What follows belongs to an exercise in optimizing a design on an open flow for small area and a short achievable clock period; a production flow would make more cautious choices. In this exercise RTL edits were held to simulation tests only and were not proved equivalent to the original.

## run A
Design mipsCore, start of the top module:
module mipsCore (
    input  logic               clk,
    input  logic               rst_i,
    input  logic               instValid_i,
    input  mipsPkg::word_t     inst_i,
    input  mipsPkg::word_t     pc_i,
    output logic               wrEn_o,
    output mipsPkg::regAddr_t  wrAddr_o,
    output mipsPkg::word_t     wrData_o,
    output logic               jCe_o,
    output mipsPkg::word_t     jAddr_o
);
For scale: ~4300 cells after synthesis, roughly 1100 flip-flops, about 140 I/O pins, roughly 0.054 mm² of cells after synthesis.
Settings: LEC_CHECK=0, CAP_MARGIN=20, CORE_MARGIN=2, CORE_UTILIZATION=55, CTS_BUF_LIST=sky130_fd_sc_hd__clkbuf_8, CTS_CLUSTER_DIAMETER=50, CTS_CLUSTER_SIZE=12, SETUP_SLACK_MARGIN=4, SLEW_MARGIN=20; clock period 10.0 ns.
standard.sh (not shown) runs the stock make flow with config.mk's settings and CLKGATE_MAP_FILE= SYNTH_SCRIPT=/design/flow/synth_recipe.tcl, a recipe that flattens the netlist after the stock synthesis.
==> flow/flow/run.sh <==
#!/bin/bash
# Standard ORFS layout with two changes:
#  - ABC maps the combinational logic with an area-recovering &nf script
#    (flow/abc_speed.script) instead of ORFS's default speed script;
#  - port buffers use sky130_fd_sc_hd__buf_1 (resized later where timing needs it).
# Registers, their names and cell types are those of the standard synthesis.
set -euo pipefail
cd "$(dirname "$0")/.."
rm -rf scripts_local
cp -r "$FLOW_HOME/scripts" scripts_local
cp flow/abc_speed.script scripts_local/abc_speed.script
export SCRIPTS_DIR="$PWD/scripts_local"
export BUFFER_PORTS_ARGS="-buffer_cell sky130_fd_sc_hd__buf_1"
bash standard.sh > flow_standard.log 2>&1
==> flow/flow/abc_speed.script <==
strash
&get -n
&st
&syn2
&synch2
&nf -R 15
&put
buffer -c
topo
stime -c
upsize -c
dnsize -c
The inputs of run B differ from those of run A as listed below.
# run A
export LEC_CHECK = 0
export CAP_MARGIN = 20
export CORE_MARGIN = 2
export CORE_UTILIZATION = 55
export CTS_BUF_LIST = sky130_fd_sc_hd__clkbuf_8
export CTS_CLUSTER_DIAMETER = 50
export CTS_CLUSTER_SIZE = 12
export SETUP_SLACK_MARGIN = 4
export SLEW_MARGIN = 20
create_clock -name core_clock -period 10.0 [get_ports {clk}]
# run B
export LEC_CHECK = 0
export CAP_MARGIN = 20
export CORE_MARGIN = 2
export CORE_UTILIZATION = 50
export CTS_BUF_LIST = sky130_fd_sc_hd__clkbuf_8
export CTS_CLUSTER_DIAMETER = 50
export CTS_CLUSTER_SIZE = 12
export SETUP_SLACK_MARGIN = 4
export SLEW_MARGIN = 20
create_clock -name core_clock -period 10.0 [get_ports {clk}]
-- flow/flow/abc_speed.script --
<<< run A, line 5
&synch2
&nf -R 15
&put
>>> run B, line 5
&synch2
&nf -R 0
&put
Results
- Layout overhead on the synthesized area, run B and run A: higher on run B
- Run B ended with more count of cells resized by post-cts repair than run A.
- Changes observed in run B relative to run A: final worst slack shows a reduction of 0.11 ns; count of clock-buffer cells in the layout moved down; final design area excluding fillers +3.4%; largest clock skew in the final design now sits higher.
- Weighted congestion reported at the end of routability-driven placement | run B above run A
- Run B and run A ended up with nearly the same combinational fraction of design power.
- Between run A and run B, the adder and majority gate portion of the synthesized area does not differ in any meaningful way.
> inputs changed (run B -> run C)
# run B
export LEC_CHECK = 0
export CAP_MARGIN = 20
export CORE_MARGIN = 2
export CORE_UTILIZATION = 50
export CTS_BUF_LIST = sky130_fd_sc_hd__clkbuf_8
export CTS_CLUSTER_DIAMETER = 50
export CTS_CLUSTER_SIZE = 12
export SETUP_SLACK_MARGIN = 4
export SLEW_MARGIN = 20
create_clock -name core_clock -period 10.0 [get_ports {clk}]
# run C
export LEC_CHECK = 0
export CAP_MARGIN = 20
export CORE_MARGIN = 2
export CORE_UTILIZATION = 50
export SETUP_SLACK_MARGIN = 4
export SLEW_MARGIN = 20
create_clock -name core_clock -period 10.0 [get_ports {clk}]
Notes after the runs:
On buffering stage count on the worst path with inverters included: run C sits above run B.
Lower layout-stage area growth over the synthesis result goes to run B over run C.
Wire length after detailed routing delta (run C -> run B): insignificant
Run B vs run C, cell at the slowest stage of the critical path: or3b_2 vs buf_4
The via count of run B and that of run C are within noise of each other.

## port drivers added, routing unchanged
Ports are ideal in the flow. The routed layouts listed here were re-timed in OpenROAD.
Step 1: set_driving_cell puts a clkbuf_16 on clk and a buf_2 on each other input, an assumption about the parent block.
Step 2 times the ports against the registers' clock, not the clock port: input delays grow and output delays shrink by t, the midpoint of the rising clock arrivals with the driver on.
a / b / c = ideal / step 1 / step 2; a / b = the first two.
| run | t (ns) | slack for setup (ns) | worst setup path at the end | clock arrival spread, ns | worst data-port slew with drivers (ns) |
|---|---|---|---|---|---|
| run A | 0.950 | 3.617 / 3.511 / 2.562 | input to register | 0.065 / 0.065 | 0.19 |
| run B | 0.958 | 3.505 / 3.559 / 2.601 | input to register | 0.075 / 0.075 | 0.11 |
| run C | 0.821 | 3.392 / 3.394 / 2.621 | input to register | 0.065 / 0.065 | 0.12 |
After both steps every run listed still meets setup and hold. The setup slack of run A, which loses most, moves by -0.106 ns with the drivers and by -1.055 ns with both steps.
